What follows belongs to an exercise in optimizing a design on an open flow for small area, a short achievable clock period and few clock cycles per item; a production flow would make more cautious choices.
At most, simulation tests tie the RTL to the original design; equivalence was not proved.

// int_to_balanced_ternary_core
module int_to_balanced_ternary_core (
   input  logic                                    clock,
   input  logic                                    reset,
   input  logic                                    start,
   output logic                                    busy,
   input  logic signed [itbt_pkg::VALUE_WIDTH-1:0] req_value,
   output logic                                    rsp_strobe,
   output logic signed [1:0]                       rsp_trit,
   output logic                                    rsp_last_trit
);
   logic signed [QW-1:0] q_ff;
   logic                 pos_ff;       
   logic                 neg_ff;       
   logic                 nz_ff;        
   logic [4:0]           j_ff;         
   logic                 busy_ff;      
   logic                 strobe_ff;    
   logic                 started_ff;   
   logic [QW-1:0]        q_next;
   logic [QW-1:0]        t_pos;
   logic [QW-1:0]        t_neg;
   logic                 pos_next;
   logic                 neg_next;
   logic                 in_pos;
   logic                 in_neg;
   logic                 load;
   function automatic logic ge_var(input logic [QW-1:0] a, input logic [QW-1:0] b);
      logic [63:0] gt;
      logic [63:0] eq;
      for (int i = 0; i < 64; i++) begin
         gt[i] = 1'b0;
         eq[i] = 1'b1;
      end
      for (int i = 0; i < QW - 1; i++) begin
         gt[i] = a[i] & ~b[i];
         eq[i] = a[i] | ~b[i];
      end
      gt[QW-1] = ~a[QW-1] & b[QW-1];
      eq[QW-1] = ~a[QW-1] | b[QW-1];
      for (int l = 0; l < 6; l++)
         for (int i = 0; i < 32; i++)
            if (i < (32 >> l)) begin
               gt[i] = gt[2*i+1] | (eq[2*i+1] & gt[2*i]);
               eq[i] = eq[2*i+1] & eq[2*i];
            end
      ge_var = gt[0] | eq[0];
   endfunction
  ...
Settings: LEC_CHECK=0, ABC_AREA=1, CAP_MARGIN=20, CORE_MARGIN=2, CORE_UTILIZATION=40, SETUP_SLACK_MARGIN=5, SLEW_MARGIN=20; clock period 8.5 ns.
standard.sh (not shown) runs the stock make flow with config.mk's settings and CLKGATE_MAP_FILE= SYNTH_SCRIPT=/design/flow/synth_recipe.tcl, a recipe that flattens the netlist after the stock synthesis.
==> flow/flow/run.sh <==
#!/bin/bash
# Standard layout, with four changes: adders are left to ABC instead of being mapped to
# full/half adder cells, ABC's area script maps with plain "map" (flow/abc_area.script),
# the port buffers are the smallest buffer, and the clock tree uses small clock buffers
# without dummy loads.
set -euo pipefail
rm -rf scripts
cp -r "$FLOW_HOME/scripts" scripts
cp flow/abc_area.script scripts/abc_area.script
bash standard.sh ADDER_MAP_FILE= SCRIPTS_DIR="$PWD/scripts" \
   "BUFFER_PORTS_ARGS=-buffer_cell sky130_fd_sc_hd__buf_1" \
   "CTS_ARGS=-sink_clustering_enable -repair_clock_nets -dont_use_dummy_load -buf_list {sky130_fd_sc_hd__clkbuf_2 sky130_fd_sc_hd__clkbuf_4 sky130_fd_sc_hd__clkbuf_8} -root_buf sky130_fd_sc_hd__clkbuf_8" \
   SETUP_SLACK_MARGIN=5.25 finish > standard_flow.log 2>&1
==> flow/flow/abc_area.script <==
strash
dch
map
topo
stime -c
buffer -c
upsize -c
dnsize -c
Testbench counts at the start, summed over its fixed seeds: cycles 50,408, conversions 2,400.
Change:
==> flow/flow/abc_area.script (replaced) <==
strash
dch
map -D 2500
topo
stime -c
buffer -c
upsize -c
dnsize -c
The changed run finished with timing, DRC and antenna clean.
Count of clock-buffer cells in the layout does not change.
Die area went down by 2.9%.
Setup slack got worse by 270 ps.
Change:
--- a/flow/flow/run.sh
+++ b/flow/flow/run.sh
@@ -11,3 +11,3 @@
    "BUFFER_PORTS_ARGS=-buffer_cell sky130_fd_sc_hd__buf_1" \
    "CTS_ARGS=-sink_clustering_enable -repair_clock_nets -dont_use_dummy_load -buf_list {sky130_fd_sc_hd__clkbuf_2 sky130_fd_sc_hd__clkbuf_4 sky130_fd_sc_hd__clkbuf_8} -root_buf sky130_fd_sc_hd__clkbuf_8" \
-   SETUP_SLACK_MARGIN=5.25 finish > standard_flow.log 2>&1
+   SETUP_SLACK_MARGIN=5.32 finish > standard_flow.log 2>&1
==> flow/flow/abc_area.script (replaced) <==
strash
dch
map
topo
stime -c
buffer -c
upsize -c
dnsize -c
Result: The changed run produced a clean layout. Worst hold slack gains 5.1 ps. Synthesized cell count rises slightly. Die area rises by a few percent. First-iteration DRC count rises slightly.
Change:
--- a/flow/flow/run.sh
+++ b/flow/flow/run.sh
@@ -11,3 +11,3 @@
    "BUFFER_PORTS_ARGS=-buffer_cell sky130_fd_sc_hd__buf_1" \
    "CTS_ARGS=-sink_clustering_enable -repair_clock_nets -dont_use_dummy_load -buf_list {sky130_fd_sc_hd__clkbuf_2 sky130_fd_sc_hd__clkbuf_4 sky130_fd_sc_hd__clkbuf_8} -root_buf sky130_fd_sc_hd__clkbuf_8" \
-   SETUP_SLACK_MARGIN=5.32 finish > standard_flow.log 2>&1
+   SETUP_SLACK_MARGIN=5.15 finish > standard_flow.log 2>&1
--- a/flow/config.mk
+++ b/flow/config.mk
@@ -12,2 +12,3 @@
 export SETUP_SLACK_MARGIN = 5
 export SLEW_MARGIN = 20
+export TNS_END_PERCENT = 5
=> Wire length went down by a few percent. Sequential cell count is unchanged. Setup slack degrades by 36 ps. Fmax went down slightly. Count of clock-buffer cells in the layout stays the same. Utilization went down by 2.7 points.

* * *

Another version of the RTL of int_to_balanced_ternary_core (not shown whole).
For scale: about 800 cells after synthesis, ~50 flip-flops, ~0.0048 mm2 of cells after synthesis.
clock: 8.5 ns
lec_check: 0
abc_area: 1
cap_margin: 20
core_margin: 2
core_utilization: 40
setup_slack_margin: 5
slew_margin: 20
==> flow/flow/run.sh <==
#!/bin/bash
# Standard layout, with four changes: adders are left to ABC instead of being mapped to
# full/half adder cells, ABC's area script maps with plain "map" (flow/abc_area.script),
# the port buffers are the smallest buffer, and the clock tree uses small clock buffers
# without dummy loads.
set -euo pipefail
rm -rf scripts
cp -r "$FLOW_HOME/scripts" scripts
cp flow/abc_area.script scripts/abc_area.script
bash standard.sh ADDER_MAP_FILE= SCRIPTS_DIR="$PWD/scripts" \
   "BUFFER_PORTS_ARGS=-buffer_cell sky130_fd_sc_hd__buf_1" \
   "CTS_ARGS=-sink_clustering_enable -repair_clock_nets -dont_use_dummy_load -buf_list {sky130_fd_sc_hd__clkbuf_2 sky130_fd_sc_hd__clkbuf_4 sky130_fd_sc_hd__clkbuf_8} -root_buf sky130_fd_sc_hd__clkbuf_8" \
   finish > standard_flow.log 2>&1
==> flow/flow/abc_area.script <==
strash
dch
map
topo
stime -c
buffer -c
upsize -c
dnsize -c
The first run completed without violations.
Change:
==> flow/flow/run.sh (replaced) <==
#!/bin/bash
# Standard layout, with three changes: adders are left to ABC instead of being mapped to
# full/half adder cells, ABC's area script maps with plain "map" (flow/abc_area.script),
# and the port buffers are the smallest buffer.
set -euo pipefail
rm -rf scripts
cp -r "$FLOW_HOME/scripts" scripts
cp flow/abc_area.script scripts/abc_area.script
bash standard.sh ADDER_MAP_FILE= SCRIPTS_DIR="$PWD/scripts" \
   "BUFFER_PORTS_ARGS=-buffer_cell sky130_fd_sc_hd__buf_1" finish > standard_flow.log 2>&1
What happened: Clock-buffer cell count goes up by 1; die area is unchanged; worst hold slack degrades by 6.8 ps; worst setup slack loses 57 ps.
No functional check of the RTL was part of any run of this note.

* * *

The RTL this note starts from:
==> flow/design.v <==
package itbt_pkg;
   localparam int VALUE_WIDTH = 32;
   localparam int MAX_TRITS   = 21;
   localparam int QW = 34;
   localparam logic [QW-1:0] POW21 = 34'd10460353203;
   localparam logic signed [VALUE_WIDTH-1:0] HI = 32'sd1743392201;
   localparam logic signed [QW-1:0] B_POS_Z =  34'sd581130734;
   localparam logic signed [QW-1:0] B_NEG_Z = -34'sd581130734;
   localparam logic signed [QW-1:0] B_POS_P =  34'sd4067915135;
   localparam logic signed [QW-1:0] B_NEG_P =  34'sd2905653667;
   localparam logic signed [QW-1:0] B_POS_N = -34'sd2905653667;
   localparam logic signed [QW-1:0] B_NEG_N = -34'sd4067915135;
endpackage
import itbt_pkg::*;
module int_to_balanced_ternary_core (
   input  logic                                    clock,
   input  logic                                    reset,
   input  logic                                    start,
   output logic                                    busy,
   input  logic signed [itbt_pkg::VALUE_WIDTH-1:0] req_value,
   output logic                                    rsp_strobe,
   output logic signed [1:0]                       rsp_trit,
   output logic                                    rsp_last_trit
);
   logic signed [QW-1:0] q_ff;
   logic                 pos_ff;       
   logic                 neg_ff;       
   logic                 nz_ff;        
   logic [4:0]           j_ff;         
   logic                 busy_ff;      
   logic                 strobe_ff;    
   logic                 started_ff;   
   logic [QW-1:0]        q_next;
   logic [QW-1:0]        t_pos;
   logic [QW-1:0]        t_neg;
   logic                 pos_next;
   logic                 neg_next;
   logic                 in_pos;
   logic                 in_neg;
   logic                 load;
   function automatic logic ge_var(input logic [QW-1:0] a, input logic [QW-1:0] b);
      logic [63:0] gt;
      logic [63:0] eq;
      for (int i = 0; i < 64; i++) begin
         gt[i] = 1'b0;
         eq[i] = 1'b1;
      end
      for (int i = 0; i < QW - 1; i++) begin
         gt[i] = a[i] & ~b[i];
         eq[i] = a[i] | ~b[i];
      end
      gt[QW-1] = ~a[QW-1] & b[QW-1];
      eq[QW-1] = ~a[QW-1] | b[QW-1];
      for (int l = 0; l < 6; l++)
         for (int i = 0; i < 32; i++)
            if (i < (32 >> l)) begin
               gt[i] = gt[2*i+1] | (eq[2*i+1] & gt[2*i]);
               eq[i] = eq[2*i+1] & eq[2*i];
            end
      ge_var = gt[0] | eq[0];
   endfunction
   function automatic logic ge_chain(input logic [QW-1:0] a, input logic [QW-1:0] b);
      logic r;
      r = 1'b1;
      for (int i = 0; i < QW - 1; i++)
         r = (a[i] & ~b[i]) | ((a[i] | ~b[i]) & r);
      ge_chain = (~a[QW-1] & b[QW-1]) | ((~a[QW-1] | b[QW-1]) & r);
   endfunction
   always_comb begin
      logic [QW-1:0] x;
      logic [QW-1:0] s;
      logic [QW-1:0] c;
      logic [QW-1:0] b;
      logic [QW-1:0] p;
      logic [QW-1:0] gg;
      logic [QW-1:0] pp;
      logic [QW-1:0] kp;
      logic [QW-1:0] kn;
      kp = -POW21;
      kn = POW21;
      for (int i = 0; i < QW; i++)
         x[i] = (kp[i] & kn[i]) ? nz_ff : (kp[i] ? pos_ff : (kn[i] ? neg_ff : 1'b0));
      for (int i = 0; i < QW; i++) begin
         s[i] = q_ff[i] ^ (i > 0 ? q_ff[i-1] : 1'b0) ^ x[i];
         c[i] = (i > 0) ? ((q_ff[i] & q_ff[i-1]) | (q_ff[i] & x[i]) | (q_ff[i-1] & x[i])) : (q_ff[i] & x[i]);
      end
      b  = {c[QW-2:0], 1'b0};
      p  = s ^ b;
      gg = s & b;
      pp = p;
      for (int l = 0; (1 << l) < QW; l++)
         for (int i = 0; i < QW; i++)
            if (((i >> l) & 1) == 1) begin
               gg[i] = gg[i] | (pp[i] & gg[((i >> l) << l) - 1]);
               pp[i] = pp[i] & pp[((i >> l) << l) - 1];
            end
      for (int i = 0; i < QW; i++)
         q_next[i] = p[i] ^ (i > 0 ? gg[i-1] : 1'b0);
   end
   always_comb begin
      logic [QW-1:0] pp_;
      logic [QW-1:0] pn_;
      logic [QW-1:0] pz_;
      logic [QW-1:0] np_;
      logic [QW-1:0] nn_;
      logic [QW-1:0] nz_;
      pp_ = B_POS_P;
      pn_ = B_POS_N;
      pz_ = B_POS_Z;
      np_ = B_NEG_P + 1'b1;
      nn_ = B_NEG_N + 1'b1;
      nz_ = B_NEG_Z + 1'b1;
      for (int i = 0; i < QW; i++) begin
         t_pos[i] = (pp_[i] & pos_ff) | (pn_[i] & neg_ff) | (pz_[i] & ~nz_ff);
         t_neg[i] = (np_[i] & pos_ff) | (nn_[i] & neg_ff) | (nz_[i] & ~nz_ff);
      end
   end
   assign pos_next = ge_chain(q_ff, t_pos);
   assign neg_next = ~ge_chain(q_ff, t_neg);
   assign in_pos = ge_var({{(QW-VALUE_WIDTH){req_value[VALUE_WIDTH-1]}}, req_value}, {{(QW-VALUE_WIDTH){HI[VALUE_WIDTH-1]}}, HI});
   assign in_neg = ge_var(-{{(QW-VALUE_WIDTH){HI[VALUE_WIDTH-1]}}, HI}, {{(QW-VALUE_WIDTH){req_value[VALUE_WIDTH-1]}}, req_value});
   assign load = start & ~busy_ff;
   always_ff @(posedge clock) begin
      if (reset) begin
         busy_ff   <= 1'b0;
         strobe_ff <= 1'b0;
      end else if (load) begin
         busy_ff   <= 1'b1;
         strobe_ff <= in_pos | in_neg;
      end else if (busy_ff) begin
         busy_ff   <= (j_ff != 5'd1);
         strobe_ff <= started_ff | nz_ff | pos_next | neg_next | (j_ff == 5'd1);
      end else begin
         busy_ff   <= 1'b0;
         strobe_ff <= 1'b0;
      end
   end
   always_ff @(posedge clock) begin
      if (load) begin
         q_ff       <= {{(QW-VALUE_WIDTH){req_value[VALUE_WIDTH-1]}}, req_value};
         pos_ff     <= in_pos;
         neg_ff     <= in_neg;
         nz_ff      <= in_pos | in_neg;
         j_ff       <= 5'd20;
         started_ff <= 1'b0;
      end else begin
         q_ff       <= q_next;
         pos_ff     <= pos_next;
         neg_ff     <= neg_next;
         nz_ff      <= pos_next | neg_next;
         j_ff       <= j_ff - 5'd1;
         started_ff <= started_ff | nz_ff;
      end
   end
   assign busy          = busy_ff;
   assign rsp_strobe    = strobe_ff;
   assign rsp_trit      = {neg_ff, nz_ff};
   assign rsp_last_trit = (j_ff == 5'd0);
endmodule
Settings: LEC_CHECK=0, ABC_AREA=1, CAP_MARGIN=20, CORE_MARGIN=2, CORE_UTILIZATION=40, SETUP_SLACK_MARGIN=5, SLEW_MARGIN=20; clock period 8.5 ns.
==> flow/flow/run.sh <==
#!/bin/bash
# Standard layout, with four changes: adders are left to ABC instead of being mapped to
# full/half adder cells, ABC's area script maps with plain "map" (flow/abc_area.script),
# the port buffers are the smallest buffer, and the clock tree uses small clock buffers
# without dummy loads.
set -euo pipefail
rm -rf scripts
cp -r "$FLOW_HOME/scripts" scripts
cp flow/abc_area.script scripts/abc_area.script
bash standard.sh ADDER_MAP_FILE= SCRIPTS_DIR="$PWD/scripts" \
   "BUFFER_PORTS_ARGS=-buffer_cell sky130_fd_sc_hd__buf_1" \
   "CTS_ARGS=-sink_clustering_enable -repair_clock_nets -dont_use_dummy_load -buf_list {sky130_fd_sc_hd__clkbuf_2 sky130_fd_sc_hd__clkbuf_4 sky130_fd_sc_hd__clkbuf_8} -root_buf sky130_fd_sc_hd__clkbuf_8" \
   SETUP_SLACK_MARGIN=5.15 finish > standard_flow.log 2>&1
Scripts as last shown in full above: flow/flow/abc_area.script
Testbench counts at the start, summed over its fixed seeds: cycles 50,408, conversions 2,400.
Rerun with:
--- a/flow/flow/run.sh
+++ b/flow/flow/run.sh
@@ -12,2 +12,2 @@
    "CTS_ARGS=-sink_clustering_enable -repair_clock_nets -dont_use_dummy_load -buf_list {sky130_fd_sc_hd__clkbuf_2 sky130_fd_sc_hd__clkbuf_4 sky130_fd_sc_hd__clkbuf_8} -root_buf sky130_fd_sc_hd__clkbuf_8" \
-   SETUP_SLACK_MARGIN=5.15 finish > standard_flow.log 2>&1
+   SETUP_SLACK_MARGIN=5.4 finish > standard_flow.log 2>&1
Result: Final cell count grows slightly; register-to-register slack improved by 0.12 ns; wire length grows slightly.

* * *

// int_to_balanced_ternary_core: RTL as listed in full above, without the edits since
==> flow/config.mk <==
export PLATFORM = sky130hd
export DESIGN_NAME = int_to_balanced_ternary_core
export DESIGN_NICKNAME = int_to_balanced_ternary_core
export VERILOG_FILES = /design/flow/design.v
export SDC_FILE = /design/flow/constraint.sdc
export NUM_CORES = 4
export LEC_CHECK = 0
export ABC_AREA = 1
export CAP_MARGIN = 20
export CORE_MARGIN = 2
export CORE_UTILIZATION = 60
export SETUP_SLACK_MARGIN = 5
export SLEW_MARGIN = 20
==> flow/constraint.sdc <==
create_clock -name core_clock -period 8.5 [get_ports {clock}]
set_input_delay 1.7000 -clock core_clock [delete_from_list [all_inputs] [get_ports {clock}]]
set_output_delay 1.7000 -clock core_clock [all_outputs]
set_load 0.01 [all_outputs]
==> flow/flow/run.sh <==
#!/bin/bash
# Standard layout, with four changes: adders are left to ABC instead of being mapped to
# full/half adder cells, ABC's area script maps with plain "map" (flow/abc_area.script),
# the port buffers are the smallest buffer, and the clock tree uses small clock buffers
# without dummy loads.
set -euo pipefail
rm -rf scripts
cp -r "$FLOW_HOME/scripts" scripts
cp flow/abc_area.script scripts/abc_area.script
bash standard.sh ADDER_MAP_FILE= SCRIPTS_DIR="$PWD/scripts" \
   "BUFFER_PORTS_ARGS=-buffer_cell sky130_fd_sc_hd__buf_1" \
   "CTS_ARGS=-sink_clustering_enable -repair_clock_nets -dont_use_dummy_load -buf_list {sky130_fd_sc_hd__clkbuf_2 sky130_fd_sc_hd__clkbuf_4 sky130_fd_sc_hd__clkbuf_8} -root_buf sky130_fd_sc_hd__clkbuf_8" \
   SETUP_SLACK_MARGIN=5.25 finish > standard_flow.log 2>&1
Scripts as last shown in full above: flow/flow/abc_area.script
The baseline completed without violations.
Testbench counts at the start, summed over its fixed seeds: cycles 50,408, conversions 2,400.
Rerun with:
--- a/flow/flow/run.sh
+++ b/flow/flow/run.sh
@@ -12,2 +12,2 @@
    "CTS_ARGS=-sink_clustering_enable -repair_clock_nets -dont_use_dummy_load -buf_list {sky130_fd_sc_hd__clkbuf_2 sky130_fd_sc_hd__clkbuf_4 sky130_fd_sc_hd__clkbuf_8} -root_buf sky130_fd_sc_hd__clkbuf_8" \
-   SETUP_SLACK_MARGIN=5.25 finish > standard_flow.log 2>&1
+   finish > standard_flow.log 2>&1
- CORE_UTILIZATION: 60 -> 40
Outcome: The new run finished with timing, DRC and antenna clean; flip-flop and latch count is unchanged; first-iteration DRC count fell by about 50%; routed wire length fell by about 5%; core utilization fell by 26 points; cell area fell by about 6%; worst setup slack loses 130 ps.
Rerun with:
--- a/flow/flow/run.sh
+++ b/flow/flow/run.sh
@@ -12,2 +12,2 @@
    "CTS_ARGS=-sink_clustering_enable -repair_clock_nets -dont_use_dummy_load -buf_list {sky130_fd_sc_hd__clkbuf_2 sky130_fd_sc_hd__clkbuf_4 sky130_fd_sc_hd__clkbuf_8} -root_buf sky130_fd_sc_hd__clkbuf_8" \
-   finish > standard_flow.log 2>&1
+   SETUP_SLACK_MARGIN=5.15 finish > standard_flow.log 2>&1
- PLACE_DENSITY: default -> 0.7
Result:
- cell count goes up by 0.52%
- wire length came out lower by about 2.4%
- sequential cell count is unchanged
Rerun with:
- CAP_MARGIN: 20 -> 0
- PLACE_DENSITY: 0.7 -> default
- SLEW_MARGIN: 20 -> 0
=>
- global-route usage rises by 1.2 points
- cell area decreases by 1.2%
- clock-buffer cell count stays the same
- register-to-register slack improves by 20 ps
- sequential share of layout area goes up by 0.27 points
- sequential cell count does not change
- via count barely changes
- synthesized area stays the same
- worst setup slack improves by 91 ps

-- re-timing with driven ports --
The results above use ideal ports. As a check the final layouts listed here were re-extracted and re-timed, cells and wires unchanged. Step 1: set_driving_cell puts a clkbuf_16 on clock and a buf_2 on each other input, an assumption about the parent block. Step 2 also shifts input and output timing later by t, the mid clock arrival at the registers, as if the neighbouring blocks saw the same clock. Slacks: no drivers / after step 1 / after step 2; pairs: no drivers / after step 1.
run | shift t [ns] | setup WS [ns] | hold slack, ns
the first run of note 1 | 0.358 | 5.451 / 5.451 / 5.110 | 0.468 / 0.468 / 0.468
the second run of note 1 | 0.354 | 5.179 / 5.179 / 5.060 | 0.463 / 0.463 / 0.463
the third run of note 1 | 0.358 | 5.457 / 5.457 / 5.176 | 0.468 / 0.468 / 0.468
the fourth run of note 1 | 0.358 | 5.422 / 5.422 / 5.146 | 0.468 / 0.468 / 0.468
the first run of note 2 | 0.358 | 5.289 / 5.289 / 5.265 | 0.431 / 0.431 / 0.431
the second run of note 2 | 0.344 | 5.232 / 5.232 / 5.232 | 0.424 / 0.424 / 0.424
the first run of note 3 | 0.358 | 5.422 / 5.422 / 5.146 | 0.468 / 0.468 / 0.468
the second run of note 3 | 0.356 | 5.423 / 5.424 / 5.068 | 0.468 / 0.468 / 0.468
the first run of note 4 | 0.337 | 5.425 / 5.425 / 5.190 | 0.468 / 0.468 / 0.468
the second run of note 4 | 0.356 | 5.296 / 5.296 / 5.132 | 0.468 / 0.468 / 0.468
the third run of note 4 | 0.335 | 5.330 / 5.340 / 5.006 | 0.467 / 0.467 / 0.467
the fourth run of note 4 | 0.358 | 5.422 / 5.422 / 5.146 | 0.468 / 0.468 / 0.468
After both steps setup and hold are still met in every run listed. The setup slack of the second run of note 3, which loses most, moves by +0.001 ns with the drivers and by -0.355 ns with both steps.
